Context: an optimization exercise on an open-source flow, tuned for small area, a short achievable clock period and few clock cycles per item. The choices shown serve that exercise and are no tape-out recipe.
The RTL was checked by simulation tests, not by an equivalence proof against the original design.

==> job 5442 <==
==> flow/design.v <==
`timescale 1ns / 1ps
package nnmm_pkg;
	localparam int FeatW = 16;
	localparam int AccW = 39;    
	localparam int NormW = 37;   
	localparam int IdxW = 10;
	localparam int ModeW = 2;
	localparam logic [ModeW-1:0] MODE_MAN = 2'd0;
	localparam logic [ModeW-1:0] MODE_EUC = 2'd1;
	localparam logic [ModeW-1:0] MODE_COS = 2'd2;
endpackage
`timescale 1ns / 1ps
module nnmm_ram #(
	parameter int WIDTH = 16,
	parameter int DEPTH = 64
) (
	input  logic clk,
	input  logic we,
	input  logic [WIDTH-1:0] wdata,
	output logic [WIDTH-1:0] head,
	output logic [WIDTH-1:0] tail
);
	logic [DEPTH*WIDTH-1:0] ring;
	always_ff @(posedge clk) begin
		ring <= {we ? wdata : ring[WIDTH-1:0], ring[DEPTH*WIDTH-1:WIDTH]};
	end
	assign head = ring[WIDTH-1:0];
	assign tail = ring[DEPTH*WIDTH-1 -: WIDTH];
endmodule
`timescale 1ns / 1ps
module nnmm_front #(
	parameter int VECTOR_LEN = 64
) (
	input  logic clk,
	input  logic arst_n,
	input  logic [nnmm_pkg::ModeW-1:0] mode,
	input  logic in_valid,
	output logic in_ready,
	input  logic signed [nnmm_pkg::FeatW-1:0] feature_value,
	input  logic is_query,
	input  logic last_element,
	input  logic last_row,
	input  logic m_free,
	output logic j_we,
	output logic signed [nnmm_pkg::AccW-1:0] j_acc,
	output logic [nnmm_pkg::NormW-1:0] j_norm,
	output logic j_cos,
	output logic j_last,
	output logic j_first,
	output logic [nnmm_pkg::NormW-1:0] qnorm
);
	localparam int FW = nnmm_pkg::FeatW;
	localparam int AW = nnmm_pkg::AccW;
	localparam int NW = nnmm_pkg::NormW;
	localparam int CW = $clog2(VECTOR_LEN);
	logic rdy_q, v1, isq1, le1, lr1;
	logic signed [FW-1:0] f1;
	logic [nnmm_pkg::ModeW-1:0] m1;
	logic [CW-1:0] cnt_q, pos_q;
	logic first_row_q;
	logic v2, isq2, cos2, euc2, first2, vend2, lr2, rf2;
	logic signed [FW:0] x2;
	logic v3, isq3, cos3, euc3, first3, vend3, lr3, rf3;
	logic [31:0] sq3;
	logic signed [31:0] pr3;
	logic signed [AW-1:0] acc_q;
	logic [NW-1:0] nrm_q, qn_q;
	logic [FW-1:0] q_head, q_tail;
	logic accept, start_q, aligned, vend1, vend_busy, fire;
	logic v1_n, isq1_n, le1_n, vend1_n, pred_ok, fire_pred;
	logic [CW-1:0] cnt_n, pos_n;
	assign in_ready = rdy_q;
	assign accept = in_valid && rdy_q;
	assign aligned = (pos_q == cnt_q);
	assign start_q = isq1 && (cnt_q == '0);
	assign vend1 = le1 || (cnt_q == CW'(VECTOR_LEN - 1));
	assign vend_busy = !m_free || (v2 && vend2) || (v3 && vend3);
	assign fire = v1 && (start_q || aligned) && (!vend1 || !vend_busy);
	assign v1_n = accept || (v1 && !fire);
	assign isq1_n = accept ? is_query : isq1;
	assign le1_n = accept ? last_element : le1;
	assign cnt_n = fire ? (vend1 ? '0 : cnt_q + CW'(1)) : cnt_q;
	assign pos_n = (fire && start_q) ? CW'(1) : pos_q + CW'(1);
	assign vend1_n = le1_n || (cnt_n == CW'(VECTOR_LEN - 1));
	assign pred_ok = m_free && !(v2 && vend2) && !(v3 && vend3) && !(fire && vend1);
	assign fire_pred = ((isq1_n && cnt_n == '0) || pos_n == cnt_n) && (!vend1_n || pred_ok);
	always_ff @(posedge clk or negedge arst_n) begin
		if (!arst_n) begin
			rdy_q <= 1'b0;
			v1 <= 1'b0;
			cnt_q <= '0;
			pos_q <= '0;
			first_row_q <= 1'b1;
			v2 <= 1'b0;
			v3 <= 1'b0;
		end else begin
			rdy_q <= !v1_n || fire_pred;
			v1 <= v1_n;
			cnt_q <= cnt_n;
			pos_q <= pos_n;
			if (fire && vend1) begin
				first_row_q <= isq1 || lr1;
			end
			v2 <= fire;
			v3 <= v2;
		end
	end
	always_ff @(posedge clk) begin
		if (accept) begin
			f1 <= feature_value;
			lr1 <= last_row;
			m1 <= mode;
		end
		isq1 <= isq1_n;
		le1 <= le1_n;
	end
	nnmm_ram #(.WIDTH(FW), .DEPTH(VECTOR_LEN)) u_ring (
		.clk(clk), .we(fire && isq1), .wdata(f1), .head(q_head), .tail(q_tail)
	);
	logic signed [FW:0] d1;
	assign d1 = (FW+1)'(signed'(q_head)) - (FW+1)'(f1);
	always_ff @(posedge clk) begin
		x2 <= (isq1 || m1 == nnmm_pkg::MODE_COS) ? (FW+1)'(f1) : d1;
		isq2 <= isq1;
		cos2 <= (m1 == nnmm_pkg::MODE_COS);
		euc2 <= (m1 == nnmm_pkg::MODE_EUC);
		first2 <= (cnt_q == '0);
		vend2 <= vend1;
		lr2 <= lr1;
		rf2 <= first_row_q;
	end
	logic signed [2*FW+1:0] sq2;
	logic signed [2*FW-1:0] pm2;
	logic [FW-1:0] ab2;
	assign sq2 = x2 * x2;
	assign pm2 = signed'(q_tail) * signed'(x2[FW-1:0]);
	assign ab2 = x2[FW] ? FW'(-x2) : FW'(x2);
	always_ff @(posedge clk) begin
		sq3 <= sq2[31:0];
		pr3 <= cos2 ? pm2 : 32'(ab2);
		isq3 <= isq2;
		cos3 <= cos2;
		euc3 <= euc2;
		first3 <= first2;
		vend3 <= vend2;
		lr3 <= lr2;
		rf3 <= rf2;
	end
	logic signed [AW-1:0] term, acc_n;
	logic [NW-1:0] nrm_n;
	assign term = euc3 ? AW'(sq3) : AW'(pr3);
	assign acc_n = (first3 ? '0 : acc_q) + term;
	assign nrm_n = (first3 ? '0 : nrm_q) + NW'(sq3);
	always_ff @(posedge clk) begin
		if (v3) begin
			acc_q <= acc_n;
			nrm_q <= nrm_n;
		end
		if (v3 && isq3 && vend3) begin
			qn_q <= nrm_n;
		end
	end
	assign j_we = v3 && !isq3 && vend3;
	assign j_acc = acc_n;
	assign j_norm = nrm_n;
	assign j_cos = cos3;
	assign j_last = lr3;
	assign j_first = rf3;
	assign qnorm = qn_q;
endmodule
`timescale 1ns / 1ps
module nnmm_back #(
	parameter int MAX_ROWS = 1024
) (
	input  logic clk,
	input  logic arst_n,
	input  logic j_we,
	input  logic signed [nnmm_pkg::AccW-1:0] j_acc,
	input  logic [nnmm_pkg::NormW-1:0] j_norm,
	input  logic j_cos,
	input  logic j_last,
	input  logic j_first,
	input  logic [nnmm_pkg::NormW-1:0] qnorm,
	output logic m_free,
	output logic out_valid,
	input  logic out_ready,
	output logic signed [40:0] score,
	output logic [nnmm_pkg::IdxW-1:0] row_index,
	output logic [nnmm_pkg::IdxW-1:0] best_index,
	output logic is_final
);
	localparam int AW = nnmm_pkg::AccW;
	localparam int NW = nnmm_pkg::NormW;
	localparam int IW = nnmm_pkg::IdxW;
	localparam int PW = 2 * NW;
	logic mv, mcos, mlast, mfirst;
	logic signed [AW-1:0] md;
	logic [NW-1:0] mhi, mlo;
	logic [5:0] mcnt;
	logic m_done, m_to_sd;
	logic [NW:0] msum;
	assign m_done = mv && (!mcos || mcnt == 6'(NW));
	assign m_free = !mv;
	assign msum = {1'b0, mhi} + (mlo[0] ? {1'b0, qnorm} : '0);
	always_ff @(posedge clk) begin
		if (j_we) begin
			md <= j_acc;
			mlo <= j_norm;
			mhi <= '0;
			mcnt <= '0;
			mcos <= j_cos;
			mlast <= j_last;
			mfirst <= j_first;
		end else if (mv && !m_done) begin
			{mhi, mlo} <= {msum, mlo[NW-1:1]};
			mcnt <= mcnt + 6'd1;
		end
	end
	localparam logic [1:0] PH_SQRT = 2'd0, PH_DIVL = 2'd1, PH_DIV = 2'd2, PH_DONE = 2'd3;
	logic sdv, sdcos, sdlast, sdfirst, sdneg, sdfin;
	logic [1:0] ph;
	logic signed [AW-1:0] sdd;
	logic [PW-1:0] p;
	logic [NW:0] rem;
	logic [NW-1:0] root;
	logic [5:0] sdcnt;
	logic sd_done, c_take;
	logic [NW+2:0] a_op, b_op;
	logic [NW+3:0] diff;
	logic ge;
	logic [AW-1:0] dabs;
	logic [16:0] quo;
	always_comb begin
		if (ph == PH_SQRT) begin
			a_op = {rem, p[PW-1 -: 2]};
			b_op = {1'b0, root, 2'b01};
		end else begin
			a_op = {2'b0, rem[NW-1:0], p[PW-1]};
			b_op = {3'b0, root};
		end
	end
	assign diff = {1'b0, a_op} - {1'b0, b_op};
	assign ge = !diff[NW+3];
	assign dabs = sdd[AW-1] ? AW'(-sdd) : AW'(sdd);
	assign quo = sdd[16:0];
	assign m_to_sd = m_done && !sdv;
	assign sd_done = sdv && ph == PH_DONE;
	always_ff @(posedge clk) begin
		if (m_to_sd) begin
			sdd <= md;
			p <= {mhi, mlo};
			rem <= '0;
			root <= '0;
			sdcnt <= '0;
			ph <= mcos ? PH_SQRT : PH_DONE;
			sdcos <= mcos;
			sdlast <= mlast;
			sdfirst <= mfirst;
		end else if (sdv) begin
			case (ph)
				PH_SQRT: begin
					p <= p << 2;
					rem <= ge ? diff[NW:0] : a_op[NW:0];
					root <= {root[NW-2:0], ge};
					sdcnt <= sdcnt + 6'd1;
					if (sdcnt == 6'(NW - 1)) begin
						ph <= PH_DIVL;
					end
				end
				PH_DIVL: begin
					rem <= {2'b0, dabs[NW-1:1]};
					p[PW-1] <= dabs[0];
					sdneg <= sdd[AW-1];
					sdcnt <= '0;
					ph <= PH_DIV;
				end
				PH_DIV: begin
					p <= p << 1;
					rem <= ge ? diff[NW:0] : a_op[NW:0];
					sdd <= {sdd[AW-2:0], ge};
					sdcnt <= sdcnt + 6'd1;
					if (sdcnt == 6'd17) begin
						sdd <= (root == '0) ? '0 : sdneg ? -(AW'(quo)) : AW'(quo);
						ph <= PH_DONE;
					end
				end
				default: begin
				end
			endcase
		end
	end
	logic ov, ofin;
	logic signed [AW-1:0] osc, best;
	logic [IW-1:0] oidx, obest, idx;
	logic better;
	assign c_take = sd_done && (!ov || out_ready);
	assign idx = sdfirst ? '0 : (32'(oidx) >= MAX_ROWS - 1) ? oidx : oidx + IW'(1);
	assign better = sdfirst || (sdcos ? (sdd > best) : (sdd < best));
	always_ff @(posedge clk) begin
		if (c_take) begin
			osc <= sdd;
			oidx <= idx;
			ofin <= sdlast;
			if (better) begin
				best <= sdd;
				obest <= idx;
			end
		end
	end
	always_ff @(posedge clk or negedge arst_n) begin
		if (!arst_n) begin
			mv <= 1'b0;
			sdv <= 1'b0;
			ov <= 1'b0;
		end else begin
			if (j_we) begin
				mv <= 1'b1;
			end else if (m_to_sd) begin
				mv <= 1'b0;
			end
			if (m_to_sd) begin
				sdv <= 1'b1;
			end else if (c_take) begin
				sdv <= 1'b0;
			end
			if (c_take) begin
				ov <= 1'b1;
			end else if (out_ready) begin
				ov <= 1'b0;
			end
		end
	end
	assign out_valid = ov;
	assign score = 41'(osc);
	assign row_index = oidx;
	assign best_index = obest;
	assign is_final = ofin;
endmodule
`timescale 1ns / 1ps
module nearest_neighbor_multi_metric #(
	parameter int VECTOR_LEN = 64,
	parameter int MAX_ROWS = 1024
) (
	input  logic clk,
	input  logic arst_n,
	input  logic psel,
	input  logic penable,
	input  logic pwrite,
	input  logic [1:0] paddr,
	input  logic [31:0] pwdata,
	output logic [31:0] prdata,
	output logic pready,
	input  logic in_valid,
	output logic in_ready,
	input  logic signed [15:0] feature_value,
	input  logic is_query,
	input  logic last_element,
	input  logic last_row,
	output logic out_valid,
	input  logic out_ready,
	output logic signed [40:0] score,
	output logic [9:0] row_index,
	output logic [9:0] best_index,
	output logic is_final
);
	logic [nnmm_pkg::ModeW-1:0] mode_q;
	logic m_free, j_we, j_cos, j_last, j_first;
	logic signed [nnmm_pkg::AccW-1:0] j_acc;
	logic [nnmm_pkg::NormW-1:0] j_norm, qnorm;
	assign pready = 1'b1;
	assign prdata = (paddr == 2'd0) ? 32'(mode_q) : 32'h0;
	always_ff @(posedge clk or negedge arst_n) begin
		if (!arst_n) begin
			mode_q <= nnmm_pkg::MODE_MAN;
		end else if (psel && penable && pwrite && paddr == 2'd0) begin
			mode_q <= pwdata[1:0];
		end
	end
	nnmm_front #(.VECTOR_LEN(VECTOR_LEN)) u_front (
		.clk(clk), .arst_n(arst_n), .mode(mode_q), .in_valid(in_valid),
		.in_ready(in_ready), .feature_value(feature_value), .is_query(is_query),
		.last_element(last_element), .last_row(last_row), .m_free(m_free),
		.j_we(j_we), .j_acc(j_acc), .j_norm(j_norm), .j_cos(j_cos),
		.j_last(j_last), .j_first(j_first), .qnorm(qnorm)
	);
	nnmm_back #(.MAX_ROWS(MAX_ROWS)) u_back (
		.clk(clk), .arst_n(arst_n), .j_we(j_we), .j_acc(j_acc), .j_norm(j_norm),
		.j_cos(j_cos), .j_last(j_last), .j_first(j_first), .qnorm(qnorm),
		.m_free(m_free), .out_valid(out_valid), .out_ready(out_ready),
		.score(score), .row_index(row_index), .best_index(best_index),
		.is_final(is_final)
	);
endmodule
==> flow/run.sh <==
#!/bin/bash
# synth_recipe.tcl (not shown) runs the flow's synth.tcl, then flattens the netlist and writes it again
# the make line also repeats each setting of config.mk as NAME=value (left out here)
make -C /OpenROAD-flow-scripts/flow DESIGN_CONFIG=/design/flow/config.mk WORK_HOME=/design/flow/orfs CLKGATE_MAP_FILE= SYNTH_SCRIPT=/design/flow/synth_recipe.tcl finish
==> flow/config.mk <==
export PLATFORM = sky130hd
export DESIGN_NAME = nearest_neighbor_multi_metric
export DESIGN_NICKNAME = nearest_neighbor_multi_metric
export VERILOG_FILES = /design/flow/design.v
export SDC_FILE = /design/flow/constraint.sdc
export NUM_CORES = 4
export LEC_CHECK = 0
export ABC_CLOCK_PERIOD_IN_PS = 4000
export CAP_MARGIN = 35
export CORE_MARGIN = 2
export CORE_UTILIZATION = 40
export SETUP_SLACK_MARGIN = 5
export SLEW_MARGIN = 35
==> flow/constraint.sdc <==
create_clock -name core_clock -period 11.0 [get_ports {clk}]
set_input_delay 2.2000 -clock core_clock [delete_from_list [all_inputs] [get_ports {clk}]]
set_output_delay 2.2000 -clock core_clock [all_outputs]
set_load 0.01 [all_outputs]
==> job 6557 (differences from job 5442) <==
--- a/flow/config.mk
+++ b/flow/config.mk
@@ -5,9 +5,7 @@
 export SDC_FILE = /design/flow/constraint.sdc
 export NUM_CORES = 4
 export LEC_CHECK = 0
-export ABC_CLOCK_PERIOD_IN_PS = 4000
 export CAP_MARGIN = 35
 export CORE_MARGIN = 2
 export CORE_UTILIZATION = 40
-export SETUP_SLACK_MARGIN = 5
 export SLEW_MARGIN = 35
==> qor summary <==
quantity                                                                     job 5442                  job 6557
Status                                                       timing/DRC/antenna clean  timing/DRC/antenna clean
Vias/cell                                                                        4.88                      4.90
Worst hold path endpoint                                     u_front.u_ring.ring[948]  u_front.u_ring.ring[954]
Number of global-route vias before repair                                       48.8k                     49.3k
Post-CTS Setup Inserts                                                             50                         0
Relative area of non-clock buffer cells in the final design                     2.94%                     1.58%
CP required                                                                  11.72 ns                  11.70 ns
Wire per inst                                                                 17.0 um                   16.8 um
Met3 wire len                                                                 6.21 mm                   5.89 mm
Minimum clock period after layout                                             6.32 ns                   7.46 ns
Met2 Track Usage GR                                                             27.8%                     28.6%
Pin count of the biggest net entering global routing                               89                       178
RSZ-0062 raised after global routing                                              yes                        no
Met2 Routed Length                                                            76.2 mm                   77.6 mm
Placement Cell Area                                                       80500 sq um               80300 sq um
Clock Skews                                                                 0.0352 ns                 0.0545 ns
Testbench counts of job 5442, summed over its fixed seeds: cycles 41,860, items 598.
Testbench counts of job 6557, summed over its fixed seeds: cycles 41,860, items 598.

## static timing again, ports no longer ideal
In the flow no input, the clock included, has a driving cell. The finished layouts below were timed again as built, in two steps. Step 1 sets driving cells, clkbuf_16 on the clock port and buf_2 on the other inputs (assumed; they add their load-dependent delay and slew). Step 2 also shifts input and output timing later by t, the mid clock arrival at the registers, as if the neighbouring blocks saw the same clock. a / b / c = ideal / step 1 / step 2; a / b = the first two.
| run | t, ns | setup slack, ns | latest minus earliest clock arrival (ns) |
|---|---|---|---|
| job 5442 | 0.884 | 4.680 / 4.680 / 4.680 | 0.041 / 0.042 |
| job 6557 | 0.874 | 3.539 / 3.539 / 3.539 | 0.060 / 0.060 |
After both steps setup and hold are still met in every run listed.
